This design comes from an exercise in tuning for small area and a short achievable clock period on the open sky130 flow, not from production work. Function was checked by simulation only, so behaviour that the tests miss may differ from the original. No activity file was given, so power comes from the tool's default toggle rates.

==> flow/design.v <==
`timescale 1ns/1ps
module fp16_pipe #(
    parameter int W  = 1,
    parameter bit EN = 1'b1
) (
    input  logic         clk,
    input  logic [W-1:0] d,
    output logic [W-1:0] q
);
    if (EN) begin : g_reg
        always_ff @(posedge clk) q <= d;
    end else begin : g_wire
        assign q = d;
    end
endmodule
module fp16_vpipe #(
    parameter bit EN = 1'b1
) (
    input  logic clk,
    input  logic rst,
    input  logic d,
    output logic q
);
    if (EN) begin : g_reg
        always_ff @(posedge clk)
            if (rst) q <= 1'b0;
            else     q <= d;
    end else begin : g_wire
        assign q = d & ~rst;
    end
endmodule
module fp16_unpack (
    input  logic [15:0] w_i,
    output logic [10:0] sig_o,
    output logic [4:0]  exp_o
);
    logic n;
    always_comb begin
        n     = w_i[14:10] != 5'd0;
        sig_o = {n, w_i[9:0]};
        exp_o = n ? w_i[14:10] : {4'd0, w_i[9:0] != 10'd0};
    end
endmodule
`timescale 1ns/1ps
module fp16_mul_a (
    input  logic [10:0] a_i,
    input  logic [10:0] b_i,
    output logic [57:0] cs_o
);
    logic pp0_0;
    assign pp0_0 = a_i[0] & b_i[0];
    logic pp0_1;
    assign pp0_1 = a_i[0] & b_i[1];
    logic pp0_2;
    assign pp0_2 = a_i[0] & b_i[2];
    logic pp0_3;
    assign pp0_3 = a_i[0] & b_i[3];
    logic pp0_4;
    assign pp0_4 = a_i[0] & b_i[4];
    logic pp0_5;
    assign pp0_5 = a_i[0] & b_i[5];
    logic pp0_6;
    assign pp0_6 = a_i[0] & b_i[6];
    logic pp0_7;
    assign pp0_7 = a_i[0] & b_i[7];
    logic pp0_8;
    assign pp0_8 = a_i[0] & b_i[8];
    logic pp0_9;
    assign pp0_9 = a_i[0] & b_i[9];
    logic pp0_10;
    assign pp0_10 = a_i[0] & b_i[10];
    logic pp1_0;
    assign pp1_0 = a_i[1] & b_i[0];
    logic pp1_1;
    assign pp1_1 = a_i[1] & b_i[1];
    logic pp1_2;
    assign pp1_2 = a_i[1] & b_i[2];
    logic pp1_3;
    assign pp1_3 = a_i[1] & b_i[3];
    logic pp1_4;
    assign pp1_4 = a_i[1] & b_i[4];
    logic pp1_5;
    assign pp1_5 = a_i[1] & b_i[5];
    logic pp1_6;
    assign pp1_6 = a_i[1] & b_i[6];
    logic pp1_7;
    assign pp1_7 = a_i[1] & b_i[7];
    logic pp1_8;
    assign pp1_8 = a_i[1] & b_i[8];
    logic pp1_9;
    assign pp1_9 = a_i[1] & b_i[9];
    logic pp1_10;
    assign pp1_10 = a_i[1] & b_i[10];
    logic pp2_0;
    assign pp2_0 = a_i[2] & b_i[0];
    logic pp2_1;
    assign pp2_1 = a_i[2] & b_i[1];
    logic pp2_2;
    assign pp2_2 = a_i[2] & b_i[2];
    logic pp2_3;
    assign pp2_3 = a_i[2] & b_i[3];
    logic pp2_4;
    assign pp2_4 = a_i[2] & b_i[4];
    logic pp2_5;
    assign pp2_5 = a_i[2] & b_i[5];
    logic pp2_6;
    assign pp2_6 = a_i[2] & b_i[6];
    logic pp2_7;
    assign pp2_7 = a_i[2] & b_i[7];
    logic pp2_8;
    assign pp2_8 = a_i[2] & b_i[8];
    logic pp2_9;
    assign pp2_9 = a_i[2] & b_i[9];
    logic pp2_10;
    assign pp2_10 = a_i[2] & b_i[10];
    logic pp3_0;
    assign pp3_0 = a_i[3] & b_i[0];
    logic pp3_1;
    assign pp3_1 = a_i[3] & b_i[1];
    logic pp3_2;
    assign pp3_2 = a_i[3] & b_i[2];
    logic pp3_3;
    assign pp3_3 = a_i[3] & b_i[3];
    logic pp3_4;
    assign pp3_4 = a_i[3] & b_i[4];
    logic pp3_5;
    assign pp3_5 = a_i[3] & b_i[5];
    logic pp3_6;
    assign pp3_6 = a_i[3] & b_i[6];
    logic pp3_7;
    assign pp3_7 = a_i[3] & b_i[7];
    logic pp3_8;
    assign pp3_8 = a_i[3] & b_i[8];
    logic pp3_9;
    assign pp3_9 = a_i[3] & b_i[9];
    logic pp3_10;
    assign pp3_10 = a_i[3] & b_i[10];
    logic pp4_0;
    assign pp4_0 = a_i[4] & b_i[0];
    logic pp4_1;
    assign pp4_1 = a_i[4] & b_i[1];
    logic pp4_2;
    assign pp4_2 = a_i[4] & b_i[2];
    logic pp4_3;
    assign pp4_3 = a_i[4] & b_i[3];
    logic pp4_4;
    assign pp4_4 = a_i[4] & b_i[4];
    logic pp4_5;
    assign pp4_5 = a_i[4] & b_i[5];
    logic pp4_6;
    assign pp4_6 = a_i[4] & b_i[6];
    logic pp4_7;
    assign pp4_7 = a_i[4] & b_i[7];
    logic pp4_8;
    assign pp4_8 = a_i[4] & b_i[8];
    logic pp4_9;
    assign pp4_9 = a_i[4] & b_i[9];
    logic pp4_10;
    assign pp4_10 = a_i[4] & b_i[10];
    logic pp5_0;
    assign pp5_0 = a_i[5] & b_i[0];
    logic pp5_1;
    assign pp5_1 = a_i[5] & b_i[1];
    logic pp5_2;
    assign pp5_2 = a_i[5] & b_i[2];
    logic pp5_3;
    assign pp5_3 = a_i[5] & b_i[3];
    logic pp5_4;
    assign pp5_4 = a_i[5] & b_i[4];
    logic pp5_5;
    assign pp5_5 = a_i[5] & b_i[5];
    logic pp5_6;
    assign pp5_6 = a_i[5] & b_i[6];
    logic pp5_7;
    assign pp5_7 = a_i[5] & b_i[7];
    logic pp5_8;
    assign pp5_8 = a_i[5] & b_i[8];
    logic pp5_9;
    assign pp5_9 = a_i[5] & b_i[9];
    logic pp5_10;
    assign pp5_10 = a_i[5] & b_i[10];
    logic pp6_0;
    assign pp6_0 = a_i[6] & b_i[0];
    logic pp6_1;
    assign pp6_1 = a_i[6] & b_i[1];
    logic pp6_2;
    assign pp6_2 = a_i[6] & b_i[2];
    logic pp6_3;
    assign pp6_3 = a_i[6] & b_i[3];
    logic pp6_4;
    assign pp6_4 = a_i[6] & b_i[4];
    logic pp6_5;
    assign pp6_5 = a_i[6] & b_i[5];
    logic pp6_6;
    assign pp6_6 = a_i[6] & b_i[6];
    logic pp6_7;
    assign pp6_7 = a_i[6] & b_i[7];
    logic pp6_8;
    assign pp6_8 = a_i[6] & b_i[8];
    logic pp6_9;
    assign pp6_9 = a_i[6] & b_i[9];
    logic pp6_10;
    assign pp6_10 = a_i[6] & b_i[10];
    logic pp7_0;
    assign pp7_0 = a_i[7] & b_i[0];
    logic pp7_1;
    assign pp7_1 = a_i[7] & b_i[1];
    logic pp7_2;
    assign pp7_2 = a_i[7] & b_i[2];
    logic pp7_3;
    assign pp7_3 = a_i[7] & b_i[3];
    logic pp7_4;
    assign pp7_4 = a_i[7] & b_i[4];
    logic pp7_5;
    assign pp7_5 = a_i[7] & b_i[5];
    logic pp7_6;
    assign pp7_6 = a_i[7] & b_i[6];
    logic pp7_7;
    assign pp7_7 = a_i[7] & b_i[7];
    logic pp7_8;
    assign pp7_8 = a_i[7] & b_i[8];
    logic pp7_9;
    assign pp7_9 = a_i[7] & b_i[9];
    logic pp7_10;
    assign pp7_10 = a_i[7] & b_i[10];
    logic pp8_0;
    assign pp8_0 = a_i[8] & b_i[0];
    logic pp8_1;
    assign pp8_1 = a_i[8] & b_i[1];
    logic pp8_2;
    assign pp8_2 = a_i[8] & b_i[2];
    logic pp8_3;
    assign pp8_3 = a_i[8] & b_i[3];
    logic pp8_4;
    assign pp8_4 = a_i[8] & b_i[4];
    logic pp8_5;
    assign pp8_5 = a_i[8] & b_i[5];
    logic pp8_6;
    assign pp8_6 = a_i[8] & b_i[6];
    logic pp8_7;
    assign pp8_7 = a_i[8] & b_i[7];
    logic pp8_8;
    assign pp8_8 = a_i[8] & b_i[8];
    logic pp8_9;
    assign pp8_9 = a_i[8] & b_i[9];
    logic pp8_10;
    assign pp8_10 = a_i[8] & b_i[10];
    logic pp9_0;
    assign pp9_0 = a_i[9] & b_i[0];
    logic pp9_1;
    assign pp9_1 = a_i[9] & b_i[1];
    logic pp9_2;
    assign pp9_2 = a_i[9] & b_i[2];
    logic pp9_3;
    assign pp9_3 = a_i[9] & b_i[3];
    logic pp9_4;
    assign pp9_4 = a_i[9] & b_i[4];
    logic pp9_5;
    assign pp9_5 = a_i[9] & b_i[5];
    logic pp9_6;
    assign pp9_6 = a_i[9] & b_i[6];
    logic pp9_7;
    assign pp9_7 = a_i[9] & b_i[7];
    logic pp9_8;
    assign pp9_8 = a_i[9] & b_i[8];
    logic pp9_9;
    assign pp9_9 = a_i[9] & b_i[9];
    logic pp9_10;
    assign pp9_10 = a_i[9] & b_i[10];
    logic pp10_0;
    assign pp10_0 = a_i[10] & b_i[0];
    logic pp10_1;
    assign pp10_1 = a_i[10] & b_i[1];
    logic pp10_2;
    assign pp10_2 = a_i[10] & b_i[2];
    logic pp10_3;
    assign pp10_3 = a_i[10] & b_i[3];
    logic pp10_4;
    assign pp10_4 = a_i[10] & b_i[4];
    logic pp10_5;
    assign pp10_5 = a_i[10] & b_i[5];
    logic pp10_6;
    assign pp10_6 = a_i[10] & b_i[6];
    logic pp10_7;
    assign pp10_7 = a_i[10] & b_i[7];
    logic pp10_8;
    assign pp10_8 = a_i[10] & b_i[8];
    logic pp10_9;
    assign pp10_9 = a_i[10] & b_i[9];
    logic pp10_10;
    assign pp10_10 = a_i[10] & b_i[10];
    logic w1;
    logic w2;
    logic w3;
    logic w4;
    logic w5;
    logic w6;
    logic w7;
    logic w8;
    logic w9;
    logic w10;
    logic w11;
    logic w12;
    assign w1 = pp0_9 ^ pp1_8;
    assign w2 = pp0_9 & pp1_8;
    assign w3 = pp1_9 ^ pp2_8 ^ pp3_7;
    assign w4 = (pp1_9 & pp2_8) | (pp1_9 & pp3_7) | (pp2_8 & pp3_7);
    assign w5 = pp4_6 ^ pp5_5;
    assign w6 = pp4_6 & pp5_5;
    assign w7 = pp2_9 ^ pp3_8 ^ pp4_7;
    assign w8 = (pp2_9 & pp3_8) | (pp2_9 & pp4_7) | (pp3_8 & pp4_7);
    assign w9 = pp5_6 ^ pp6_5;
    assign w10 = pp5_6 & pp6_5;
    assign w11 = pp3_9 ^ pp4_8 ^ pp5_7;
    assign w12 = (pp3_9 & pp4_8) | (pp3_9 & pp5_7) | (pp4_8 & pp5_7);
    logic w13;
    logic w14;
    logic w15;
    logic w16;
    logic w17;
    logic w18;
    logic w19;
    logic w20;
    logic w21;
    logic w22;
    logic w23;
    logic w24;
    logic w25;
    logic w26;
    logic w27;
    logic w28;
    logic w29;
    logic w30;
    logic w31;
    logic w32;
    logic w33;
    logic w34;
    logic w35;
    logic w36;
    logic w37;
    logic w38;
    logic w39;
    logic w40;
    logic w41;
    logic w42;
    logic w43;
    logic w44;
    logic w45;
    logic w46;
    logic w47;
    logic w48;
    logic w49;
    logic w50;
    logic w51;
    logic w52;
    logic w53;
    logic w54;
    logic w55;
    logic w56;
    logic w57;
    logic w58;
    logic w59;
    logic w60;
    assign w13 = pp0_6 ^ pp1_5;
    assign w14 = pp0_6 & pp1_5;
    assign w15 = pp0_7 ^ pp1_6 ^ pp2_5;
    assign w16 = (pp0_7 & pp1_6) | (pp0_7 & pp2_5) | (pp1_6 & pp2_5);
    assign w17 = pp3_4 ^ pp4_3;
    assign w18 = pp3_4 & pp4_3;
    assign w19 = pp0_8 ^ pp1_7 ^ pp2_6;
    assign w20 = (pp0_8 & pp1_7) | (pp0_8 & pp2_6) | (pp1_7 & pp2_6);
    assign w21 = pp3_5 ^ pp4_4 ^ pp5_3;
    assign w22 = (pp3_5 & pp4_4) | (pp3_5 & pp5_3) | (pp4_4 & pp5_3);
    assign w23 = pp6_2 ^ pp7_1;
    assign w24 = pp6_2 & pp7_1;
    assign w25 = pp2_7 ^ pp3_6 ^ pp4_5;
    assign w26 = (pp2_7 & pp3_6) | (pp2_7 & pp4_5) | (pp3_6 & pp4_5);
    assign w27 = pp5_4 ^ pp6_3 ^ pp7_2;
    assign w28 = (pp5_4 & pp6_3) | (pp5_4 & pp7_2) | (pp6_3 & pp7_2);
    assign w29 = pp8_1 ^ pp9_0 ^ w1;
    assign w30 = (pp8_1 & pp9_0) | (pp8_1 & w1) | (pp9_0 & w1);
    assign w31 = pp6_4 ^ pp7_3 ^ pp8_2;
    assign w32 = (pp6_4 & pp7_3) | (pp6_4 & pp8_2) | (pp7_3 & pp8_2);
    assign w33 = pp9_1 ^ pp0_10 ^ pp10_0;
    assign w34 = (pp9_1 & pp0_10) | (pp9_1 & pp10_0) | (pp0_10 & pp10_0);
    assign w35 = w3 ^ w5 ^ w2;
    assign w36 = (w3 & w5) | (w3 & w2) | (w5 & w2);
    assign w37 = pp7_4 ^ pp8_3 ^ pp9_2;
    assign w38 = (pp7_4 & pp8_3) | (pp7_4 & pp9_2) | (pp8_3 & pp9_2);
    assign w39 = pp1_10 ^ pp10_1 ^ w7;
    assign w40 = (pp1_10 & pp10_1) | (pp1_10 & w7) | (pp10_1 & w7);
    assign w41 = w9 ^ w4 ^ w6;
    assign w42 = (w9 & w4) | (w9 & w6) | (w4 & w6);
    assign w43 = pp6_6 ^ pp7_5 ^ pp8_4;
    assign w44 = (pp6_6 & pp7_5) | (pp6_6 & pp8_4) | (pp7_5 & pp8_4);
    assign w45 = pp9_3 ^ pp2_10 ^ pp10_2;
    assign w46 = (pp9_3 & pp2_10) | (pp9_3 & pp10_2) | (pp2_10 & pp10_2);
    assign w47 = w11 ^ w8 ^ w10;
    assign w48 = (w11 & w8) | (w11 & w10) | (w8 & w10);
    assign w49 = pp4_9 ^ pp5_8 ^ pp6_7;
    assign w50 = (pp4_9 & pp5_8) | (pp4_9 & pp6_7) | (pp5_8 & pp6_7);
    assign w51 = pp7_6 ^ pp8_5 ^ pp9_4;
    assign w52 = (pp7_6 & pp8_5) | (pp7_6 & pp9_4) | (pp8_5 & pp9_4);
    assign w53 = pp3_10 ^ pp10_3 ^ w12;
    assign w54 = (pp3_10 & pp10_3) | (pp3_10 & w12) | (pp10_3 & w12);
    assign w55 = pp5_9 ^ pp6_8 ^ pp7_7;
    assign w56 = (pp5_9 & pp6_8) | (pp5_9 & pp7_7) | (pp6_8 & pp7_7);
    assign w57 = pp8_6 ^ pp9_5 ^ pp4_10;
    assign w58 = (pp8_6 & pp9_5) | (pp8_6 & pp4_10) | (pp9_5 & pp4_10);
    assign w59 = pp6_9 ^ pp7_8 ^ pp8_7;
    assign w60 = (pp6_9 & pp7_8) | (pp6_9 & pp8_7) | (pp7_8 & pp8_7);
    logic w61;
    logic w62;
    logic w63;
    logic w64;
    logic w65;
    logic w66;
    logic w67;
    logic w68;
    logic w69;
    logic w70;
    logic w71;
    logic w72;
    logic w73;
    logic w74;
    logic w75;
    logic w76;
    logic w77;
    logic w78;
    logic w79;
    logic w80;
    logic w81;
    logic w82;
    logic w83;
    logic w84;
    logic w85;
    logic w86;
    logic w87;
    logic w88;
    logic w89;
    logic w90;
    logic w91;
    logic w92;
    logic w93;
    logic w94;
    logic w95;
    logic w96;
    logic w97;
    logic w98;
    logic w99;
    logic w100;
    logic w101;
    logic w102;
    logic w103;
    logic w104;
    logic w105;
    logic w106;
    logic w107;
    logic w108;
    logic w109;
    logic w110;
    logic w111;
    logic w112;
    assign w61 = pp0_4 ^ pp1_3;
    assign w62 = pp0_4 & pp1_3;
    assign w63 = pp0_5 ^ pp1_4 ^ pp2_3;
    assign w64 = (pp0_5 & pp1_4) | (pp0_5 & pp2_3) | (pp1_4 & pp2_3);
    assign w65 = pp3_2 ^ pp4_1;
    assign w66 = pp3_2 & pp4_1;
    assign w67 = pp2_4 ^ pp3_3 ^ pp4_2;
    assign w68 = (pp2_4 & pp3_3) | (pp2_4 & pp4_2) | (pp3_3 & pp4_2);
    assign w69 = pp5_1 ^ pp6_0 ^ w13;
    assign w70 = (pp5_1 & pp6_0) | (pp5_1 & w13) | (pp6_0 & w13);
    assign w71 = pp5_2 ^ pp6_1 ^ pp7_0;
    assign w72 = (pp5_2 & pp6_1) | (pp5_2 & pp7_0) | (pp6_1 & pp7_0);
    assign w73 = w15 ^ w17 ^ w14;
    assign w74 = (w15 & w17) | (w15 & w14) | (w17 & w14);
    assign w75 = pp8_0 ^ w19 ^ w21;
    assign w76 = (pp8_0 & w19) | (pp8_0 & w21) | (w19 & w21);
    assign w77 = w23 ^ w16 ^ w18;
    assign w78 = (w23 & w16) | (w23 & w18) | (w16 & w18);
    assign w79 = w25 ^ w27 ^ w29;
    assign w80 = (w25 & w27) | (w25 & w29) | (w27 & w29);
    assign w81 = w20 ^ w22 ^ w24;
    assign w82 = (w20 & w22) | (w20 & w24) | (w22 & w24);
    assign w83 = w31 ^ w33 ^ w35;
    assign w84 = (w31 & w33) | (w31 & w35) | (w33 & w35);
    assign w85 = w26 ^ w28 ^ w30;
    assign w86 = (w26 & w28) | (w26 & w30) | (w28 & w30);
    assign w87 = w37 ^ w39 ^ w41;
    assign w88 = (w37 & w39) | (w37 & w41) | (w39 & w41);
    assign w89 = w32 ^ w34 ^ w36;
    assign w90 = (w32 & w34) | (w32 & w36) | (w34 & w36);
    assign w91 = w43 ^ w45 ^ w47;
    assign w92 = (w43 & w45) | (w43 & w47) | (w45 & w47);
    assign w93 = w38 ^ w40 ^ w42;
    assign w94 = (w38 & w40) | (w38 & w42) | (w40 & w42);
    assign w95 = w49 ^ w51 ^ w53;
    assign w96 = (w49 & w51) | (w49 & w53) | (w51 & w53);
    assign w97 = w44 ^ w46 ^ w48;
    assign w98 = (w44 & w46) | (w44 & w48) | (w46 & w48);
    assign w99 = pp10_4 ^ w55 ^ w57;
    assign w100 = (pp10_4 & w55) | (pp10_4 & w57) | (w55 & w57);
    assign w101 = w50 ^ w52 ^ w54;
    assign w102 = (w50 & w52) | (w50 & w54) | (w52 & w54);
    assign w103 = pp9_6 ^ pp5_10 ^ pp10_5;
    assign w104 = (pp9_6 & pp5_10) | (pp9_6 & pp10_5) | (pp5_10 & pp10_5);
    assign w105 = w59 ^ w56 ^ w58;
    assign w106 = (w59 & w56) | (w59 & w58) | (w56 & w58);
    assign w107 = pp7_9 ^ pp8_8 ^ pp9_7;
    assign w108 = (pp7_9 & pp8_8) | (pp7_9 & pp9_7) | (pp8_8 & pp9_7);
    assign w109 = pp6_10 ^ pp10_6 ^ w60;
    assign w110 = (pp6_10 & pp10_6) | (pp6_10 & w60) | (pp10_6 & w60);
    assign w111 = pp8_9 ^ pp9_8 ^ pp7_10;
    assign w112 = (pp8_9 & pp9_8) | (pp8_9 & pp7_10) | (pp9_8 & pp7_10);
    logic w113;
    logic w114;
    logic w115;
    logic w116;
    logic w117;
    logic w118;
    logic w119;
    logic w120;
    logic w121;
    logic w122;
    logic w123;
    logic w124;
    logic w125;
    logic w126;
    logic w127;
    logic w128;
    logic w129;
    logic w130;
    logic w131;
    logic w132;
    logic w133;
    logic w134;
    logic w135;
    logic w136;
    logic w137;
    logic w138;
    logic w139;
    logic w140;
    logic w141;
    logic w142;
    logic w143;
    logic w144;
    assign w113 = pp0_3 ^ pp1_2;
    assign w114 = pp0_3 & pp1_2;
    assign w115 = pp2_2 ^ pp3_1 ^ pp4_0;
    assign w116 = (pp2_2 & pp3_1) | (pp2_2 & pp4_0) | (pp3_1 & pp4_0);
    assign w117 = pp5_0 ^ w63 ^ w65;
    assign w118 = (pp5_0 & w63) | (pp5_0 & w65) | (w63 & w65);
    assign w119 = w67 ^ w69 ^ w64;
    assign w120 = (w67 & w69) | (w67 & w64) | (w69 & w64);
    assign w121 = w71 ^ w73 ^ w68;
    assign w122 = (w71 & w73) | (w71 & w68) | (w73 & w68);
    assign w123 = w75 ^ w77 ^ w72;
    assign w124 = (w75 & w77) | (w75 & w72) | (w77 & w72);
    assign w125 = w79 ^ w81 ^ w76;
    assign w126 = (w79 & w81) | (w79 & w76) | (w81 & w76);
    assign w127 = w83 ^ w85 ^ w80;
    assign w128 = (w83 & w85) | (w83 & w80) | (w85 & w80);
    assign w129 = w87 ^ w89 ^ w84;
    assign w130 = (w87 & w89) | (w87 & w84) | (w89 & w84);
    assign w131 = w91 ^ w93 ^ w88;
    assign w132 = (w91 & w93) | (w91 & w88) | (w93 & w88);
    assign w133 = w95 ^ w97 ^ w92;
    assign w134 = (w95 & w97) | (w95 & w92) | (w97 & w92);
    assign w135 = w99 ^ w101 ^ w96;
    assign w136 = (w99 & w101) | (w99 & w96) | (w101 & w96);
    assign w137 = w103 ^ w105 ^ w100;
    assign w138 = (w103 & w105) | (w103 & w100) | (w105 & w100);
    assign w139 = w107 ^ w109 ^ w104;
    assign w140 = (w107 & w109) | (w107 & w104) | (w109 & w104);
    assign w141 = pp10_7 ^ w111 ^ w108;
    assign w142 = (pp10_7 & w111) | (pp10_7 & w108) | (w111 & w108);
    assign w143 = pp9_9 ^ pp8_10 ^ pp10_8;
    assign w144 = (pp9_9 & pp8_10) | (pp9_9 & pp10_8) | (pp8_10 & pp10_8);
    assign cs_o = {pp10_10, w144, pp10_9, pp9_10, w143, w142, w112, w141, w140, w110, w139, w138, w106, w137, w136, w102, w135, w134, w98, w133, w132, w94, w131, w130, w90, w129, w128, w86, w127, w126, w82, w125, w124, w78, w123, w122, w74, w121, w120, w70, w119, w118, w66, w117, w116, w62, w115, w114, w61, w113, pp3_0, pp2_1, pp2_0, pp1_1, pp0_2, pp1_0, pp0_1, pp0_0};
endmodule
module fp16_mul_b (
    input  logic [57:0] cs_i,
    output logic [21:0] row0_o,
    output logic [21:0] row1_o
);
    logic pp0_0;
    assign pp0_0 = cs_i[0];
    logic pp0_1;
    assign pp0_1 = cs_i[1];
    logic pp1_0;
    assign pp1_0 = cs_i[2];
    logic pp0_2;
    assign pp0_2 = cs_i[3];
    logic pp1_1;
    assign pp1_1 = cs_i[4];
    logic pp2_0;
    assign pp2_0 = cs_i[5];
    logic pp2_1;
    assign pp2_1 = cs_i[6];
    logic pp3_0;
    assign pp3_0 = cs_i[7];
    logic w113;
    assign w113 = cs_i[8];
    logic w61;
    assign w61 = cs_i[9];
    logic w114;
    assign w114 = cs_i[10];
    logic w115;
    assign w115 = cs_i[11];
    logic w62;
    assign w62 = cs_i[12];
    logic w116;
    assign w116 = cs_i[13];
    logic w117;
    assign w117 = cs_i[14];
    logic w66;
    assign w66 = cs_i[15];
    logic w118;
    assign w118 = cs_i[16];
    logic w119;
    assign w119 = cs_i[17];
    logic w70;
    assign w70 = cs_i[18];
    logic w120;
    assign w120 = cs_i[19];
    logic w121;
    assign w121 = cs_i[20];
    logic w74;
    assign w74 = cs_i[21];
    logic w122;
    assign w122 = cs_i[22];
    logic w123;
    assign w123 = cs_i[23];
    logic w78;
    assign w78 = cs_i[24];
    logic w124;
    assign w124 = cs_i[25];
    logic w125;
    assign w125 = cs_i[26];
    logic w82;
    assign w82 = cs_i[27];
    logic w126;
    assign w126 = cs_i[28];
    logic w127;
    assign w127 = cs_i[29];
    logic w86;
    assign w86 = cs_i[30];
    logic w128;
    assign w128 = cs_i[31];
    logic w129;
    assign w129 = cs_i[32];
    logic w90;
    assign w90 = cs_i[33];
    logic w130;
    assign w130 = cs_i[34];
    logic w131;
    assign w131 = cs_i[35];
    logic w94;
    assign w94 = cs_i[36];
    logic w132;
    assign w132 = cs_i[37];
    logic w133;
    assign w133 = cs_i[38];
    logic w98;
    assign w98 = cs_i[39];
    logic w134;
    assign w134 = cs_i[40];
    logic w135;
    assign w135 = cs_i[41];
    logic w102;
    assign w102 = cs_i[42];
    logic w136;
    assign w136 = cs_i[43];
    logic w137;
    assign w137 = cs_i[44];
    logic w106;
    assign w106 = cs_i[45];
    logic w138;
    assign w138 = cs_i[46];
    logic w139;
    assign w139 = cs_i[47];
    logic w110;
    assign w110 = cs_i[48];
    logic w140;
    assign w140 = cs_i[49];
    logic w141;
    assign w141 = cs_i[50];
    logic w112;
    assign w112 = cs_i[51];
    logic w142;
    assign w142 = cs_i[52];
    logic w143;
    assign w143 = cs_i[53];
    logic pp9_10;
    assign pp9_10 = cs_i[54];
    logic pp10_9;
    assign pp10_9 = cs_i[55];
    logic w144;
    assign w144 = cs_i[56];
    logic pp10_10;
    assign pp10_10 = cs_i[57];
    logic w145;
    logic w146;
    logic w147;
    logic w148;
    logic w149;
    logic w150;
    logic w151;
    logic w152;
    logic w153;
    logic w154;
    logic w155;
    logic w156;
    logic w157;
    logic w158;
    logic w159;
    logic w160;
    logic w161;
    logic w162;
    logic w163;
    logic w164;
    logic w165;
    logic w166;
    logic w167;
    logic w168;
    logic w169;
    logic w170;
    logic w171;
    logic w172;
    logic w173;
    logic w174;
    logic w175;
    logic w176;
    logic w177;
    logic w178;
    logic w179;
    logic w180;
    assign w145 = pp0_2 ^ pp1_1;
    assign w146 = pp0_2 & pp1_1;
    assign w147 = pp2_1 ^ pp3_0 ^ w113;
    assign w148 = (pp2_1 & pp3_0) | (pp2_1 & w113) | (pp3_0 & w113);
    assign w149 = w61 ^ w115 ^ w114;
    assign w150 = (w61 & w115) | (w61 & w114) | (w115 & w114);
    assign w151 = w62 ^ w117 ^ w116;
    assign w152 = (w62 & w117) | (w62 & w116) | (w117 & w116);
    assign w153 = w66 ^ w119 ^ w118;
    assign w154 = (w66 & w119) | (w66 & w118) | (w119 & w118);
    assign w155 = w70 ^ w121 ^ w120;
    assign w156 = (w70 & w121) | (w70 & w120) | (w121 & w120);
    assign w157 = w74 ^ w123 ^ w122;
    assign w158 = (w74 & w123) | (w74 & w122) | (w123 & w122);
    assign w159 = w78 ^ w125 ^ w124;
    assign w160 = (w78 & w125) | (w78 & w124) | (w125 & w124);
    assign w161 = w82 ^ w127 ^ w126;
    assign w162 = (w82 & w127) | (w82 & w126) | (w127 & w126);
    assign w163 = w86 ^ w129 ^ w128;
    assign w164 = (w86 & w129) | (w86 & w128) | (w129 & w128);
    assign w165 = w90 ^ w131 ^ w130;
    assign w166 = (w90 & w131) | (w90 & w130) | (w131 & w130);
    assign w167 = w94 ^ w133 ^ w132;
    assign w168 = (w94 & w133) | (w94 & w132) | (w133 & w132);
    assign w169 = w98 ^ w135 ^ w134;
    assign w170 = (w98 & w135) | (w98 & w134) | (w135 & w134);
    assign w171 = w102 ^ w137 ^ w136;
    assign w172 = (w102 & w137) | (w102 & w136) | (w137 & w136);
    assign w173 = w106 ^ w139 ^ w138;
    assign w174 = (w106 & w139) | (w106 & w138) | (w139 & w138);
    assign w175 = w110 ^ w141 ^ w140;
    assign w176 = (w110 & w141) | (w110 & w140) | (w141 & w140);
    assign w177 = w112 ^ w143 ^ w142;
    assign w178 = (w112 & w143) | (w112 & w142) | (w143 & w142);
    assign w179 = pp9_10 ^ pp10_9 ^ w144;
    assign w180 = (pp9_10 & pp10_9) | (pp9_10 & w144) | (pp10_9 & w144);
    assign row0_o = {1'b0, pp10_10, w179, w177, w175, w173, w171, w169, w167, w165, w163, w161, w159, w157, w155, w153, w151, w149, w147, pp2_0, pp0_1, pp0_0};
    assign row1_o = {1'b0, w180, w178, w176, w174, w172, w170, w168, w166, w164, w162, w160, w158, w156, w154, w152, w150, w148, w146, w145, pp1_0, 1'b0};
endmodule
module fp16_mul_cpa (
    input  logic [21:0] row0_i,
    input  logic [21:0] row1_i,
    output logic [21:0] prod_o
);
    assign prod_o = row0_i + row1_i;
endmodule
`timescale 1ns/1ps
module fp16_expo1 (
    input  logic [4:0]  k_exp_i,
    input  logic [4:0]  x_exp_i,
    input  logic [15:0] b_i,
    output logic [10:0] b_sig_o,
    output logic [4:0]  b_exp_o,
    output logic [5:0]  es_o         
);
    logic b_n;
    always_comb begin
        b_n     = b_i[14:10] != 5'd0;
        b_exp_o = b_n ? b_i[14:10] : 5'd1;
        b_sig_o = {b_n, b_i[9:0]};
        es_o    = {1'b0, k_exp_i} + {1'b0, x_exp_i};
    end
endmodule
module fp16_expo2 (
    input  logic [4:0] b_exp_i,
    input  logic [5:0] es_i,
    input  logic       p_sign_i,
    input  logic       b_sign_i,
    output logic       p_wins_o,
    output logic [4:0] shift_o,      
    output logic       drop_o,       
    output logic       edge_o,       
    output logic [5:0] exp_o,        
    output logic       sign_o,
    output logic       sub_o
);
    logic [5:0] t, pe;
    logic [6:0] d, nd;      
    always_comb begin
        t        = {1'b0, b_exp_i} + 6'd15;
        d        = {1'b0, es_i} - {1'b0, t};
        nd       = {1'b0, t} - {1'b0, es_i};
        pe       = es_i - 6'd15;           
        p_wins_o = nd[6];
        if (p_wins_o) begin
            shift_o = d[4:0];
            drop_o  = d[5:0] > 6'd21;
            edge_o  = d[5:0] == 6'd21;    
            exp_o   = pe;
            sign_o  = p_sign_i;
        end else begin
            shift_o = nd[4:0];
            drop_o  = nd[5:0] > 6'd22;
            edge_o  = nd[5:0] == 6'd22;   
            exp_o   = {1'b0, b_exp_i};
            sign_o  = b_sign_i;
        end
        sub_o = p_sign_i ^ b_sign_i;
    end
endmodule
module fp16_align (
    input  logic [21:0] prod_i,
    input  logic [10:0] b_sig_i,
    input  logic        p_wins_i,
    input  logic [4:0]  shift_i,
    input  logic        drop_i,
    input  logic        edge_i,
    input  logic        sub_i,
    output logic [21:0] hi_o,
    output logic [32:0] lo_o
);
    logic        p_top, drop;
    logic [21:0] p, bb, lo_in;
    logic [32:0] lo;
    always_comb begin
        p_top = prod_i[21];
        p     = {prod_i[21:1], prod_i[0] & ~p_top};
        bb    = {1'b0, b_sig_i, 10'd0};
        drop  = drop_i | (edge_i & (p_top ~^ p_wins_i));
        hi_o  = p_wins_i ? p : bb;
        lo_in = p_wins_i ? bb : p;
        lo    = drop ? 33'd0 : {lo_in, 11'd0} >> shift_i;
        lo_o  = sub_i ? ~lo : lo;
    end
endmodule
module fp16_cadd #(
    parameter int W = 34
) (
    input  logic [W-1:0] a_i,
    input  logic [W-1:0] b_i,
    output logic [W:0]   s0_o,      
    output logic [W:0]   s1_o       
);
    localparam int L = $clog2(W);
    logic [W-1:0] g [L+1];
    logic [W-1:0] p [L+1];
    logic [W-1:0] hp;
    assign g[0]  = a_i & b_i;
    assign p[0]  = a_i | b_i;
    assign hp    = a_i ^ b_i;
    for (genvar l = 0; l < L; l++) begin : g_lvl
        for (genvar i = 0; i < W; i++) begin : g_bit
            if ((i >> l) & 1) begin : g_op
                localparam int J = ((i >> l) << l) - 1;
                assign g[l+1][i] = g[l][i] | (p[l][i] & g[l][J]);
                assign p[l+1][i] = p[l][i] & p[l][J];
            end else begin : g_pass
                assign g[l+1][i] = g[l][i];
                assign p[l+1][i] = p[l][i];
            end
        end
    end
    logic [W:0] c0, c1;
    assign c0 = {g[L], 1'b0};
    assign c1 = {g[L] | p[L], 1'b1};
    assign s0_o = {c0[W], hp ^ c0[W-1:0]};
    assign s1_o = {c1[W], hp ^ c1[W-1:0]};
endmodule
module fp16_add (
    input  logic [21:0] hi_i,
    input  logic [32:0] lo_i,
    input  logic        sub_i,
    output logic [33:0] mag_o,
    output logic        neg_o
);
    logic [34:0] t0, t1;
    fp16_cadd #(34) cadd_i (
        .a_i({1'b0, hi_i, 11'd0}), .b_i({sub_i, lo_i}), .s0_o(t0), .s1_o(t1)
    );
    always_comb begin
        neg_o = sub_i & ~t0[34];
        if (!sub_i)
            mag_o = t0[33:0];
        else if (t0[34])
            mag_o = t1[33:0];
        else
            mag_o = ~t0[33:0];
    end
endmodule
`timescale 1ns/1ps
module fp16_lzc (
    input  logic [33:0] v_i,
    output logic [5:0]  n_o
);
    logic [63:0] z [7];
    logic [5:0]  c [7][64];
    always_comb begin
        for (int i = 0; i < 64; i++) begin
            z[0][i] = (i < 34) ? ~v_i[33 - i] : 1'b1;
            c[0][i] = '0;
        end
        for (int l = 1; l <= 6; l++) begin
            for (int i = 0; i < 64; i++) begin
                z[l][i] = 1'b0;
                c[l][i] = '0;
            end
            for (int i = 0; i < (64 >> l); i++) begin
                z[l][i] = z[l-1][2*i] & z[l-1][2*i+1];
                if (z[l-1][2*i])
                    c[l][i] = c[l-1][2*i+1] | 6'(1 << (l - 1));
                else
                    c[l][i] = c[l-1][2*i];
            end
        end
        n_o = c[6][0];
    end
endmodule
module fp16_mark (
    input  logic [5:0] exp_i,
    output logic [3:0] hi_o,
    output logic [7:0] lo_o
);
    logic [5:0] j;
    always_comb begin
        j    = 6'd32 - exp_i;
        hi_o = (exp_i <= 6'd32) ? 4'(4'd1 << j[4:3]) : 4'd0;
        lo_o = 8'(8'd1 << j[2:0]);
    end
endmodule
module fp16_normalize (
    input  logic [33:0] mag_i,
    input  logic [3:0]  mark_hi_i,
    input  logic [7:0]  mark_lo_i,
    output logic [14:0] top_o,      
    output logic [5:0]  shift_o     
);
    logic [33:0] m, n;
    fp16_lzc lzc_i (.v_i(m), .n_o(shift_o));
    always_comb begin
        for (int i = 0; i < 34; i++)
            m[i] = mag_i[i] | (i < 32 && mark_hi_i[i / 8] && mark_lo_i[i % 8]);
        n     = mag_i << {shift_o[5:2], 2'b00};
        top_o = n[33:19];
    end
endmodule
module fp16_fine (
    input  logic [14:0] top_i,
    input  logic [1:0]  shift_i,
    output logic [10:0] sig_o,
    output logic        rnd_o
);
    logic [14:0] n;
    always_comb begin
        n     = top_i << shift_i;
        sig_o = n[14:4];
        rnd_o = n[3];
    end
endmodule
module fp16_round (
    input  logic        sign_i,
    input  logic [10:0] sig_i,
    input  logic        rnd_i,
    input  logic [5:0]  e2_i,
    input  logic [5:0]  shift_i,
    output logic [15:0] result_o
);
    logic        inc;
    logic [5:0]  e0, e1, e;
    logic [9:0]  frac;
    logic        sat, zero;
    always_comb begin
        inc  = rnd_i & (&sig_i[9:0]);           
        e0   = e2_i - shift_i;
        e1   = e2_i - shift_i + 6'd1;
        e    = sig_i[10] ? (inc ? e1 : e0) : {5'd0, inc};
        frac = sig_i[9:0] + 10'(rnd_i);
        sat  = e > 6'd30;
        zero = ~sig_i[10] & (sig_i[9:0] == 10'd0) & ~rnd_i;
        if (sat)
            result_o = {sign_i, 15'h7BFF};
        else if (zero)
            result_o = 16'd0;
        else
            result_o = {sign_i, e[4:0], frac};
    end
endmodule
`timescale 1ns/1ps
module fp16_mac (
    input  logic                        clk,
    input  logic                        rst,
    input  logic                        in_valid_i,
    input  logic [2-1:0]           tag_i,
    input  logic [16-1:0]          k_i,
    input  logic [16-1:0]          x_i,
    input  logic [16-1:0]          b_i,
    output logic                        out_valid_o,
    output logic [2-1:0]           tag_o,
    output logic [16-1:0]          result_o
);
    localparam int CSW = 58;       
    logic [10:0] u_k_sig, u_x_sig;
    logic [4:0]  u_k_exp, u_x_exp;
    logic [CSW-1:0] m_cs, c1_cs;
    logic [10:0] e_b_sig, c1_b_sig;
    logic [4:0]  e_b_exp, c1_b_exp;
    logic [5:0]  e_es, c1_es;
    logic        c1_p_sign, c1_b_sign;
    logic [1:0]  c1_tag;
    logic        c1_valid;
    fp16_unpack unpack_k (.w_i(k_i), .sig_o(u_k_sig), .exp_o(u_k_exp));
    fp16_unpack unpack_x (.w_i(x_i), .sig_o(u_x_sig), .exp_o(u_x_exp));
    fp16_mul_a mul_a_i (.a_i(u_k_sig), .b_i(u_x_sig), .cs_o(m_cs));
    fp16_expo1 expo1_i (
        .k_exp_i(u_k_exp), .x_exp_i(u_x_exp), .b_i(b_i),
        .b_sig_o(e_b_sig), .b_exp_o(e_b_exp), .es_o(e_es)
    );
    fp16_vpipe #(1'b1) c1_v (.clk, .rst, .d(in_valid_i), .q(c1_valid));
    fp16_pipe #(CSW + 26, 1'b1) c1 (.clk,
        .d({m_cs, e_b_sig, e_b_exp, e_es, k_i[15] ^ x_i[15], b_i[15], tag_i}),
        .q({c1_cs, c1_b_sig, c1_b_exp, c1_es, c1_p_sign, c1_b_sign, c1_tag}));
    logic [21:0] m_row0, m_row1, m_prod, c2_prod;
    logic        x_p_wins, x_drop, x_edge, x_sign, x_sub;
    logic [4:0]  x_shift;
    logic [5:0]  x_exp;
    logic [10:0] c2_b_sig;
    logic        c2_p_wins, c2_drop, c2_edge, c2_sign, c2_sub;
    logic [4:0]  c2_shift;
    logic [5:0]  c2_exp;
    logic [1:0]  c2_tag;
    logic        c2_valid;
    fp16_mul_b mul_b_i (.cs_i(c1_cs), .row0_o(m_row0), .row1_o(m_row1));
    fp16_mul_cpa mul_cpa_i (.row0_i(m_row0), .row1_i(m_row1), .prod_o(m_prod));
    fp16_expo2 expo2_i (
        .b_exp_i(c1_b_exp), .es_i(c1_es), .p_sign_i(c1_p_sign), .b_sign_i(c1_b_sign),
        .p_wins_o(x_p_wins), .shift_o(x_shift), .drop_o(x_drop), .edge_o(x_edge),
        .exp_o(x_exp), .sign_o(x_sign), .sub_o(x_sub)
    );
    fp16_vpipe #(1'b1) c2_v (.clk, .rst, .d(c1_valid), .q(c2_valid));
    fp16_pipe #(51, 1'b1) c2 (.clk,
        .d({m_prod, c1_b_sig, x_p_wins, x_shift, x_drop, x_edge, x_exp, x_sign, x_sub, c1_tag}),
        .q({c2_prod, c2_b_sig, c2_p_wins, c2_shift, c2_drop, c2_edge, c2_exp, c2_sign, c2_sub, c2_tag}));
    logic [21:0] a_hi, c3_hi;
    logic [32:0] a_lo, c3_lo;
    logic [5:0]  c3_exp;
    logic        c3_sign, c3_sub;
    logic [1:0]  c3_tag;
    logic        c3_valid;
    fp16_align align_i (
        .prod_i(c2_prod), .b_sig_i(c2_b_sig), .p_wins_i(c2_p_wins), .shift_i(c2_shift),
        .drop_i(c2_drop), .edge_i(c2_edge), .sub_i(c2_sub), .hi_o(a_hi), .lo_o(a_lo)
    );
    fp16_vpipe #(1'b1) c3_v (.clk, .rst, .d(c2_valid), .q(c3_valid));
    fp16_pipe #(65, 1'b1) c3 (.clk,
        .d({a_hi, a_lo, c2_exp, c2_sign, c2_sub, c2_tag}),
        .q({c3_hi, c3_lo, c3_exp, c3_sign, c3_sub, c3_tag}));
    logic [33:0] d_mag, c4_mag;
    logic        d_neg;
    logic [5:0]  c4_e2;
    logic [3:0]  k_mark_hi, c4_mark_hi;
    logic [7:0]  k_mark_lo, c4_mark_lo;
    logic        c4_sign;
    logic [1:0]  c4_tag;
    logic        c4_valid;
    fp16_add add_i (.hi_i(c3_hi), .lo_i(c3_lo), .sub_i(c3_sub), .mag_o(d_mag), .neg_o(d_neg));
    fp16_vpipe #(1'b1) c4_v (.clk, .rst, .d(c3_valid), .q(c4_valid));
    fp16_mark mark_i (.exp_i(c3_exp), .hi_o(k_mark_hi), .lo_o(k_mark_lo));
    fp16_pipe #(55, 1'b1) c4 (.clk,
        .d({d_mag, c3_exp + 6'd2, k_mark_hi, k_mark_lo, c3_sign ^ d_neg, c3_tag}),
        .q({c4_mag, c4_e2, c4_mark_hi, c4_mark_lo, c4_sign, c4_tag}));
    logic [14:0] n_top, c5_top;
    logic        c5_sign;
    logic [5:0]  n_shift, c5_shift, c5_e2;
    logic [1:0]  c5_tag;
    logic        c5_valid;
    fp16_normalize normalize_i (.mag_i(c4_mag), .mark_hi_i(c4_mark_hi), .mark_lo_i(c4_mark_lo), .top_o(n_top), .shift_o(n_shift));
    fp16_vpipe #(1'b1) c5_v (.clk, .rst, .d(c4_valid), .q(c5_valid));
    fp16_pipe #(30, 1'b1) c5 (.clk,
        .d({n_top, n_shift, c4_e2, c4_sign, c4_tag}),
        .q({c5_top, c5_shift, c5_e2, c5_sign, c5_tag}));
    logic [15:0] r_result;
    logic [10:0] f_sig;
    logic        f_rnd;
    fp16_fine fine_i (.top_i(c5_top), .shift_i(c5_shift[1:0]), .sig_o(f_sig), .rnd_o(f_rnd));
    fp16_round round_i (.sign_i(c5_sign), .sig_i(f_sig), .rnd_i(f_rnd), .e2_i(c5_e2), .shift_i(c5_shift), .result_o(r_result));
    always_ff @(posedge clk) begin
        if (rst) begin
            out_valid_o <= 1'b0;
            tag_o       <= '0;
            result_o    <= '0;
        end else begin
            out_valid_o <= c5_valid;
            if (c5_valid) begin
                tag_o    <= c5_tag;
                result_o <= r_result;
            end
        end
    end
endmodule
==> flow/run.sh <==
#!/bin/bash
# synth_recipe.tcl (not shown) runs the flow's synth.tcl, then flattens the netlist and writes it again
# the make line also repeats each setting of config.mk as NAME=value (left out here)
make -C /OpenROAD-flow-scripts/flow DESIGN_CONFIG=/design/flow/config.mk WORK_HOME=/design/flow/orfs CLKGATE_MAP_FILE= SYNTH_SCRIPT=/design/flow/synth_recipe.tcl finish
==> flow/config.mk <==
export PLATFORM = sky130hd
export DESIGN_NAME = fp16_mac
export DESIGN_NICKNAME = fp16_mac
export VERILOG_FILES = /design/flow/design.v
export SDC_FILE = /design/flow/constraint.sdc
export NUM_CORES = 4
export LEC_CHECK = 0
export CAP_MARGIN = 20
export CORE_MARGIN = 2
export CORE_UTILIZATION = 40
export CTS_CLUSTER_DIAMETER = 70
export CTS_CLUSTER_SIZE = 40
export GPL_TIMING_DRIVEN = 0
export SETUP_SLACK_MARGIN = 2.8
export SLEW_MARGIN = 20
==> flow/constraint.sdc <==
create_clock -name core_clock -period 6.0 [get_ports {clk}]
set_input_delay 1.2000 -clock core_clock [delete_from_list [all_inputs] [get_ports {clk}]]
set_output_delay 1.2000 -clock core_clock [all_outputs]
set_load 0.01 [all_outputs]
==> flow_summary.ini, run 1 <==
[routing]
dr_total_vias = 14060
drt_first_pass_iters = 5
viasPerCell = 5.228
drt-total-wl_um = 46960
wl_per_cell_um = 17.46
postRouteAntennaNets = 0
drt_iter0_markers = 801
route.detailed.drc = 0

[timing]
setup_viol = 0
worst_pin_slew_ps = 802.4
finalCriticalPeriod_ps = 3220
final_hold_viol_count = 0
slew_viol_final = 0
tns_ps = 0
clock.fmax_ghz = 0.3105
clock-skew-final_ps = 20.45
relSlewSlack = 0.4594
fin_crit_sh = 0.5367
grt_setup_unrepaired = true

[cts]
root_buffer = clkbuf_16
cts_tree = built
clkSlewWorstSetupHoldPaths_ps = 100
clk_latency_ps = 550
cts_inserted_buffers = 23
cts_buffer_depth = 3
cts_sinks = 309
htreeDepth = 1

[critical_path]
critPathMaxFanout = 3
critical_path_arrival_ps = 3660
worstPathRequired_ps = 6440
end_kind = register
worst-setup-path-type = in -> reg
cp-start-kind = input pin

[pwr]
pwr-share-clk = 0.163
p_seq_frac = 0.314
powerDensity_nw_per_um2 = 513.0
leakagePower_nw = 9.124
power.internal_w = 0.005979
vdd_drop_max_v = 0.0002126
p_sw_frac = 0.4447
p_sw_w = 0.004789
share_comb_of_total_power = 0.523

[placed_design]
place.gp.congestion = 0.9444
portBuffers = 71
dp_hpwl_um = 37320

[synthesis]
async_reset_ff_frac = 0
synth-compound-area-share = 0.1348
synth_xor_area_frac = 0.05886
synth-edff-count = 0
synth_top_family_by_area = adder cells
yosysSeqAreaShare = 0.3464
avgSynthCellArea_um2 = 9.180
synthMuxAreaShare = 0.06755
synthSimpleGateAreaFrac = 0.1610
synth_nets = 2193
syn_area_um2 = 17860
synth_cell_type_count = 79
synth-seq-cells = 309
synth_cells = 1945
yosysWarningCount = 24
synthAdderAreaFrac = 0.1736
synth_top_flop_cell = dfxtp_1

[global_route]
grt_first_pass_wirelength_um = 75800
grt_pass1_vias = 14370
grt_usage = 0.2029
grt_start_max_net_pins = 31
antenna_found_initial = 1
gr-total-overflow = 0

[hold_path]
hold_class = reg -> reg

[floorplanning]
core_area_um2 = 44120
fp.dieW_um = 215.3
row_count = 77
initial_core_util = 0.4047
die_h_um = 215.3
die_area_um2 = 46350
io_pins = 72

[cells_and_area]
final_core_util = 0.4757
layout-drive-gt1-share = 0.1202
syn_to_final_growth_pct = 17.55
nets = 2329

[flow_run]
max_cap_violations = 0

[status]
status = finished clean
==> logic make-up after synthesis <==
logic type	Yosys count
xor+xnor	120
mux	98
flops	309
compound gates	365
fa+ha+maj	195
simple gates	590
buf+inv	268
==> cells in the final DEF (no fill, tap or decap), types with 20 or more instances in the layout <==
master,netlist,layout
clkbuf_16,0,24
xnor2_1,61,61
nor2_1,137,131
buf_4,2,40
a21oi_1,79,75
and2_1,90,80
a211oi_1,26,25
a21o_1,25,25
mux2i_1,56,55
nor2b_1,20,20
nor3_1,38,36
xor2_1,59,59
clkbuf_1,81,49
fa_1,88,82
ha_1,107,103
nand2_1,175,171
dfxtp_1,309,307
nand3_1,40,40
o21ai_0,102,95
clkdlybuf4s50_1,0,52
inv_1,174,170
mux2_2,26,26
==> worst max-delay path, stage by stage <==
cell and delay, ps:
buf_8 100, buf_8 110, buf_6 100, and2_4 130
fa_1 490, fa_1 530, fa_1 570, fa_2 420
==> synthesized netlist by cell type, types with 5 or more instances <==
library cell	number	area share
a31oi_1	16	0.0056
ha_1	107	0.075
o211ai_1	7	0.0029
nand4_1	12	0.0042
clkbuf_1	81	0.017
o21bai_1	10	0.0042
a21oi_1	79	0.022
o22a_1	6	0.0029
dfxtp_1	309	0.35
a211oi_1	26	0.011
nor3_1	38	0.011
a21o_1	25	0.011
o22ai_1	9	0.0032
mux2i_1	56	0.031
a221o_1	7	0.0039
a221oi_1	8	0.0039
o21a_1	10	0.0042
xnor2_1	61	0.030
mux2_2	26	0.016
nor4_1	15	0.0053
nand2_1	175	0.037
a2111oi_0	6	0.0029
nand3_1	40	0.011
and3_1	11	0.0039
inv_1	174	0.037
or2_2	8	0.0028
o31ai_1	6	0.0025
xor2_1	59	0.029
mux4_2	15	0.019
o21ai_0	102	0.029
fa_1	88	0.099
nand2b_1	13	0.0046
and2_1	90	0.032
nor2b_1	20	0.0070
nor2_1	137	0.029
or4_1	5	0.0021
or3_1	8	0.0028
==> registers in the layout, summed over array words and instances (netlist names) <==
signal,flops
out_valid_o,1
c2_v.q,1
c1.q,84
c5_v.q,1
c2.q,51
result_o,16
tag_o,2
c3_v.q,1
c3.q,65
c4_v.q,1
c5.q,30
c4.q,55
c1_v.q,1
==> area by class of cell <==
class / count / area, µm²
Multi-Input combinational cell: 1368 / 10900
Tap cell: 592 / 740.7
Fill cell: 4278 / 23140
Timing Repair Buffer: 111 / 1026
Antenna cell: 1 / 2.502
Sequential cell: 309 / 6188
Clock inverter: 18 / 321.6
Buffer: 91 / 574.3
Clock buffer: 23 / 575.6
Inverter: 177 / 664.4
==> through the flow <==
stage	setup WS [ps]	instance area, µm²	power, W	hold slack, ps	instances
3_5_place_dp	1704	19440	0.008776	312.1	2608
3_3_place_gp	1756	19440	0.008719	312.9	2608
6_report	2780	20990	0.01077	325.0	2690
2_1_floorplan	2436	17990	0.007238	309.6	1945
4_1_cts	2776	20710	0.01067	327.5	2680
5_1_grt	2743	20990	0.01162	336.1	2689
==> path summary, 6_finish.rpt <==
path                            depth (start not counted)     start        to  slack, ps
worst max register to register                         11  c3.q[58]  c4.q[53]       2880
worst min register to register                          0  c1.q[20]  c2.q[23]        330
worst max-delay path                                    8    x_i[9]  c1.q[55]       2780
worst min-delay path                                    0  c1.q[20]  c2.q[23]        330
==> power by group through the flow <==
stage	Sequential [W]	Clock (W)	Combinational (W)
after floorplan	0.00313	0	0.00411
after global placement	0.00341	0	0.00531
after detailed placement	0.00343	0	0.00535
after CTS	0.00338	0.00181	0.00548
after global routing	0.00346	0.00189	0.00626
final	0.00338	0.00175	0.00563
==> timing repair <==
| action | CTS | global route |
|---|---|---|
| resized for setup | 100 | 87 |
| setup buffers | 31 | 9 |
| hold buffers | 0 | 0 |
| setup endpoints to repair | 91 | 83 |
| pin swaps | 16 | 23 |
| cloned | 0 | 0 |
==> routing by layer <==
| metal | part of all wire | track usage | vias to the layer above |
|---|---|---|---|
| met1 | 0.41 | 0.2282 | 6705 |
| met2 | 0.50 | 0.3744 | 339 |
| met5 | 0 | 0 | - |
| met4 | 0.057 | 0.1097 | 0 |
| li1 | - | - | 6882 |
| met3 | 0.034 | 0.02208 | 137 |
==> run 2, diff against run 1 <==
--- a/flow/config.mk
+++ b/flow/config.mk
@@ -10,6 +10,6 @@
 export CORE_UTILIZATION = 40
 export CTS_CLUSTER_DIAMETER = 70
 export CTS_CLUSTER_SIZE = 40
-export GPL_TIMING_DRIVEN = 0
+export GPL_ROUTABILITY_DRIVEN = 0
 export SETUP_SLACK_MARGIN = 2.8
 export SLEW_MARGIN = 20
==> run 2 against run 1 <==
  * Critical endpoint is now c1.q[58]
  * Sequential power increased by 4%
  * Combinational power down 5.2%
  * Critical path type unchanged
  * Largest cell class unchanged
  * Synthesized area is the same
  * Count of clock-buffer cells in the layout is the same
  * Clock power is 3% higher
  * Worst hold slack got worse by 16 ps
  * Still clean on timing, DRC and antenna
  * Worst setup slack better by 74 ps
  * Global-route usage decreased by 1.6 points
==> flow_summary.ini, run 2 <==
[cts]
cts_inserted_buffers = 23
ctsHoldBuffers = 0
cts_sinks = 309
htreeDepth = 1
cts_tree = built
cts_buffer_depth = 3
clk_latency_ps = 580
root_buffer = clkbuf_16
clkSlewWorstSetupHoldPaths_ps = 100

[routing]
drt_iter0_markers = 768
wl_per_cell_um = 16.69
route.detailed.drc = 0
drt-total-wl_um = 43110
dr_total_vias = 13400
drt_first_pass_iters = 5
postRouteAntennaNets = 0
viasPerCell = 5.191

[synthesis]
async_reset_ff_frac = 0
synth_cell_type_count = 79
synth_nets = 2193
netlist.area_leader.share = 0.3464
synth_common_cells = dfxtp_1 (309), nand2_1 (175), inv_1 (174), nor2_1 (137), ha_1 (107)
synth_cells = 1945
synth-edff-count = 0
yosys.area.top_type = dfxtp_1
yosysWarningCount = 24
synth_top_flop_cell = dfxtp_1
synth.most_common_cell = dfxtp_1
syn_area_um2 = 17860
ys_top_cells_by_area = dfxtp_1 (35%), fa_1 (9.9%), ha_1 (7.5%)
yosysSeqAreaShare = 0.3464
avgSynthCellArea_um2 = 9.180
synth-seq-cells = 309

[pwr]
total_power_w = 0.01065
vdd_drop_max_v = 0.0002344
leakagePower_nw = 8.761
powerDensity_nw_per_um2 = 527.0

[floorplanning]
fp.dieW_um = 215.3
core_area_um2 = 44120
die_h_um = 215.3
initial_core_util = 0.4047
row_count = 77
io_pins = 72
die_area_um2 = 46350

[critical_path]
slowest_stage = fa_1
cp-start-kind = input pin
critical_path_arrival_ps = 3590
cpPeakStageDelay_ps = 510
path_cells = clkbuf_4, and2_4, fa_1, inv_1, fa_1, inv_1, fa_1, fa_1
cpMostUsedCell = fa_1
end_kind = register
worstPathRequired_ps = 6440
worst-setup-path-type = in -> reg
critPathMaxFanout = 12

[hold_path]
hold_class = reg -> reg

[timing]
clock-skew-final_ps = 35.16
finalCriticalPeriod_ps = 3146
slew_viol_final = 0
tns_ps = 0
final_hold_viol_count = 0
grt_setup_unrepaired = true
clock.fmax_ghz = 0.3179
relSlewSlack = 0.3876
setup_viol = 0
worst_pin_slew_ps = 918.5
fin_crit_sh = 0.5243

[cells_and_area]
final_cell_mix = dfxtp_1 (302), inv_1 (173), nand2_1 (170)
final_common_cell = dfxtp_1
largest-register = c1.q
nets = 2220
reg_top3 = c1.q (84), c3.q (65), c4.q (55)
layout-drive-gt1-share = 0.09402
syn_to_final_growth_pct = 13.22
largest_reg_flops = 84

[global_route]
antenna_found_initial = 0
gr-total-overflow = 0
grt_pass1_vias = 13560
grt_start_max_net_pins = 46
grt_usage = 0.1864
grt_first_pass_wirelength_um = 70370

[status]
status = finished clean

[placed_design]
dp_hpwl_um = 33880
portBuffers = 71

[flow_run]
max_cap_violations = 0
[run 2: cell count changes in the layout (fill, tap and decap cells not counted), sizes merged, moves of 4 or more]
| cell | change |
|---|---|
| inv | +6 |
| clkdlybuf4s50 | -9 |
| dlygate4sd2 | +4 |
| buf | -37 |
| clkinv | -6 |
| clkbuf | -70 |
[run 2: routing by layer]
layer,wire (µm),share of wire,track usage,up-vias
met5,0,0,0,-
met4,2217,0.051,0.08690,0
met3,1706,0.040,0.02519,124
met2,21550,0.50,0.3390,333
met1,17630,0.41,0.2162,6304
li1,-,-,-,6642
[run 2: what timing repair did]
action | 4_1_cts | 5_1_grt
endpoints found under the setup margin | 48 | 52
gates resized for setup | 83 | 39
setup buffers | 5 | 10
pin swaps | 8 | 13
[run 2: cell type report]
type	count	area, µm²
antenna	1	2.502
multi-input combinational	1368	10840
clock inverter	19	344.1
sequential	309	6200
clock buffer	23	575.6
fill	4308	23910
tap	592	740.7
inverter	177	669.4
timing repair buffer	93	845.8
[run 2: critical path: cells and delay by family]
kind                     cells  cell delay (ps)
buffers and inverters        3              280
AND/OR/NAND/NOR              1              180
adder cells (fa/ha/maj)      4             1900
[run 2: cell families after synthesis]
logic type / count (synthesis) / synth area share
adder cells (fa/ha/maj): 195 / 0.1736
AO/OA/AOI/OAI: 365 / 0.1348
multiplexers: 98 / 0.06755
XOR/XNOR: 120 / 0.05886
buffers and inverters: 268 / 0.05774
AND/OR/NAND/NOR: 590 / 0.1610
flip-flops: 309 / 0.3464
[run 2: per-stage QoR]
step / setup WS [ps] / hold WS (ps) / std cells / cell area (µm²) / util
after floorplan: 2436 / 309.6 / 1945 / 17990 / -
after global placement: 1723 / 311.3 / 2524 / 19040 / 0.4315
after detailed placement: 1678 / 312.8 / 2524 / 19040 / 0.4315
after CTS: 2803 / 310.0 / 2571 / 20050 / 0.4544
after global routing: 2745 / 316.4 / 2581 / 20210 / 0.4581
final: 2854 / 309.1 / 2582 / 20220 / 0.4581
[run 2: worst paths after layout]
kind,cells past startpoint,to,slack [ps],startpoint
hold / removal,0,c3.q[6],310,c2.q[6]
setup / recovery,8,c1.q[58],2850,x_i[9]
hold reg to reg,0,c3.q[6],310,c2.q[6]
setup reg to reg,10,c2.q[47],2910,c1.q[35]
[run 2: where the power goes]
group          switching [W]  leakage [nW]  internal (W)
combinational        0.00300          5.73       0.00234
sequential          0.000763          2.59       0.00276
clock               0.000966         0.438      0.000830
total                0.00473          8.76       0.00593
==> run 3, diff against run 2 <==
--- a/flow/config.mk
+++ b/flow/config.mk
@@ -7,9 +7,8 @@
 export LEC_CHECK = 0
 export CAP_MARGIN = 20
 export CORE_MARGIN = 2
-export CORE_UTILIZATION = 40
+export CORE_UTILIZATION = 50
 export CTS_CLUSTER_DIAMETER = 70
 export CTS_CLUSTER_SIZE = 40
-export GPL_ROUTABILITY_DRIVEN = 0
 export SETUP_SLACK_MARGIN = 2.8
 export SLEW_MARGIN = 20
==> run 3 against run 2 <==
  * Utilization grew 10 points
  * Combinational power shrank 1%
  * Sequential share of layout area grew 0.63 points
  * Global-route usage grew 6.0 points
  * First-iteration DRC count shrank 5.6%
  * Worst setup slack lost 4.7 ps
  * Critical path type unchanged
  * Largest power group unchanged
==> flow_summary.ini, run 3 <==
[routing]
drt-total-wl_um = 44960
dr_total_vias = 13440
wl_per_cell_um = 18.41
drt_first_pass_iters = 5
viasPerCell = 5.505
drt_iter0_markers = 725
route.detailed.drc = 0
postRouteAntennaNets = 0

[floorplanning]
initial_core_util = 0.5045
die_h_um = 193.0
fp.dieW_um = 193.0
row_count = 69
die_area_um2 = 37240
core_area_um2 = 35400
io_pins = 72

[synthesis]
synth-compound-area-share = 0.1348
yosysSeqAreaShare = 0.3464
synth_cells = 1945
synth_cell_type_count = 79
avgSynthCellArea_um2 = 9.180
synth-seq-cells = 309
yosys.area.top_type = dfxtp_1
ys_top_cells_by_area = dfxtp_1 (35%), fa_1 (9.9%), ha_1 (7.5%)
synth_top_flop_cell = dfxtp_1
synthSimpleGateAreaFrac = 0.1610
synth_nets = 2193
netlist.area_leader.share = 0.3464
syn_area_um2 = 17860
synth.most_common_cell = dfxtp_1
synth_top_family_by_area = adder cells
synthMuxAreaShare = 0.06755
yosysWarningCount = 24
synth_xor_area_frac = 0.05886
synth_common_cells = dfxtp_1 (309), nand2_1 (175), inv_1 (174), nor2_1 (137), ha_1 (107)
synth-edff-count = 0
synthAdderAreaFrac = 0.1736
async_reset_ff_frac = 0

[cts]
cts_sinks = 309
clkSlewWorstSetupHoldPaths_ps = 100
cts_tree = built
htreeDepth = 1
clk_latency_ps = 550
cts_inserted_buffers = 20
root_buffer = clkbuf_16
ctsHoldBuffers = 0
cts_buffer_depth = 3

[hold_path]
hold_class = reg -> reg

[timing]
finalCriticalPeriod_ps = 3151
tns_ps = 0
fin_crit_sh = 0.5251
slew_viol_final = 0
relSlewSlack = 0.3669
clock.fmax_ghz = 0.3174
clock-skew-final_ps = 24.50
worst_pin_slew_ps = 949.7
final_hold_viol_count = 0
grt_setup_unrepaired = true
setup_viol = 0

[placed_design]
portBuffers = 71
dp_hpwl_um = 35330
place.gp.congestion = 0.9104

[pwr]
vdd_drop_max_v = 0.0003515
powerDensity_nw_per_um2 = 524.8
pwr-share-clk = 0.148
p_seq_frac = 0.346
p_sw_w = 0.004620
share_comb_of_total_power = 0.506
p_sw_frac = 0.4440
total_power_w = 0.01041
power.internal_w = 0.005785
leakagePower_nw = 8.671

[global_route]
grt_first_pass_wirelength_um = 71340
gr-total-overflow = 0
grt_pass1_vias = 13340
antenna_found_initial = 0
grt_usage = 0.2465
grt_start_max_net_pins = 46

[cells_and_area]
syn_to_final_growth_pct = 11.04
reg_top3 = c1.q (84), c3.q (65), c4.q (55)
largest-register = c1.q
fillerInstances = 3302
final_cell_mix = dfxtp_1 (297), inv_1 (174), nand2_1 (171)
largest_reg_flops = 84
nets = 2215
ff_latch_area_um2 = 6206
num_antenna_cells = 0
multi_input_area_um2 = 10820
final_common_cell = dfxtp_1
layout-drive-gt1-share = 0.08985

[critical_path]
cp-start-kind = input pin
end_kind = register
critical_path_arrival_ps = 3570
worst-setup-path-type = in -> reg
worstPathRequired_ps = 6420
critPathMaxFanout = 12

[flow_run]
max_cap_violations = 0

[status]
status = finished clean
==> run 3: worst max-delay path: stages <==
cell and delay [ps]:
buf_4 160, and2_4 170, fa_1 500, inv_1 50, fa_1 480, inv_1 50, fa_1 540, fa_1 410
==> run 3: stage by stage <==
step | hold WS, ps | worst slack, ps | instances | instance area [µm²] | util
floorplan | 309.6 | 2436 | 1945 | 17990 | -
global placement | 309.5 | 1701 | 2394 | 18880 | 0.5334
detailed placement | 312.1 | 1669 | 2394 | 18880 | 0.5334
CTS | 330.1 | 2806 | 2440 | 19740 | 0.5576
global route | 337.6 | 2790 | 2442 | 19830 | 0.5602
finish | 326.1 | 2850 | 2442 | 19830 | 0.5602
==> run 3: layout make-up <==
type,instances,area share
clock inverters,14,0.01066
multi-input cells,1369,0.5458
flip-flops and latches,309,0.3130
clock buffers,22,0.02669
repair buffers,90,0.04121
well taps,461,0.02909
inverters,177,0.03351
==> run 3: worst paths after layout <==
check	start	to	slack [ps]	cells past startpoint
worst max register to register	c3.q[56]	c4.q[53]	2900	10
worst min-delay path	c4.q[2]	c5.q[2]	330	0
worst max-delay path	x_i[9]	c1.q[58]	2850	8
worst min register to register	c4.q[2]	c5.q[2]	330	0
==> run 3: repair_timing <==
action / in CTS / in global routing
endpoints found under the setup margin: 62 / 26
setup buffers: 9 / 2
gates resized for setup: 92 / 44
pin swaps: 11 / 7
gates cloned: 1 / 0
==> run 3: power by group through the flow <==
stage                     logic [W]  registers, W  clock network, W
after floorplan             0.00411       0.00313                 0
after global placement      0.00508       0.00363                 0
after detailed placement    0.00511       0.00363                 0
after CTS                   0.00520       0.00359           0.00159
after global routing        0.00587       0.00368           0.00166
final                       0.00527       0.00360           0.00154
==> run 3: metal layers <==
layer  global-route usage  vias to the layer above  wire length (µm)
met5                    0                        -                 0
met4               0.1058                        0              1880
met3              0.02588                       90              1861
met2               0.4406                      314             22390
met1               0.3019                     6408             18820
li1                     -                     6630                 -
==> run 3: logic make-up (layout without fill, tap and decap cells) <==
logic type      after synthesis  after routing
fa+ha+maj                   195            195
flops                       309            309
simple gates                590            591
mux                          98             98
compound gates              365            365
buf+inv                     268            303
xor+xnor                    120            120

-- afterwards: timing with drivers on the ports --
How much do the figures lean on ideal ports? The routed layouts below were timed once more, with nothing changed but the port constraints. Step 1 assumes that a clkbuf_16 drives the clock port and a buf_2 every other input. Step 2 times the ports against the registers' clock, not the clock port: input delays grow and output delays shrink by t, the midpoint of the rising clock arrivals with the driver on. Three values: ideal, step 1, step 2; two values: the first two.
run	shift t [ns]	setup slack, ns	hold slack, ns	worst setup path after step 2
run 1	0.603	2.780 / 2.801 / 2.197	0.325 / 0.325 / 0.325	input to register
run 2	0.611	2.854 / 2.887 / 2.276	0.309 / 0.309 / 0.309	input to register
run 3	0.585	2.850 / 2.878 / 2.293	0.326 / 0.326 / 0.326	input to register
After both steps every run listed still meets setup and hold. For run 1, which loses most, drivers alone change the setup slack by +0.021 ns; drivers and shift together by -0.583 ns.
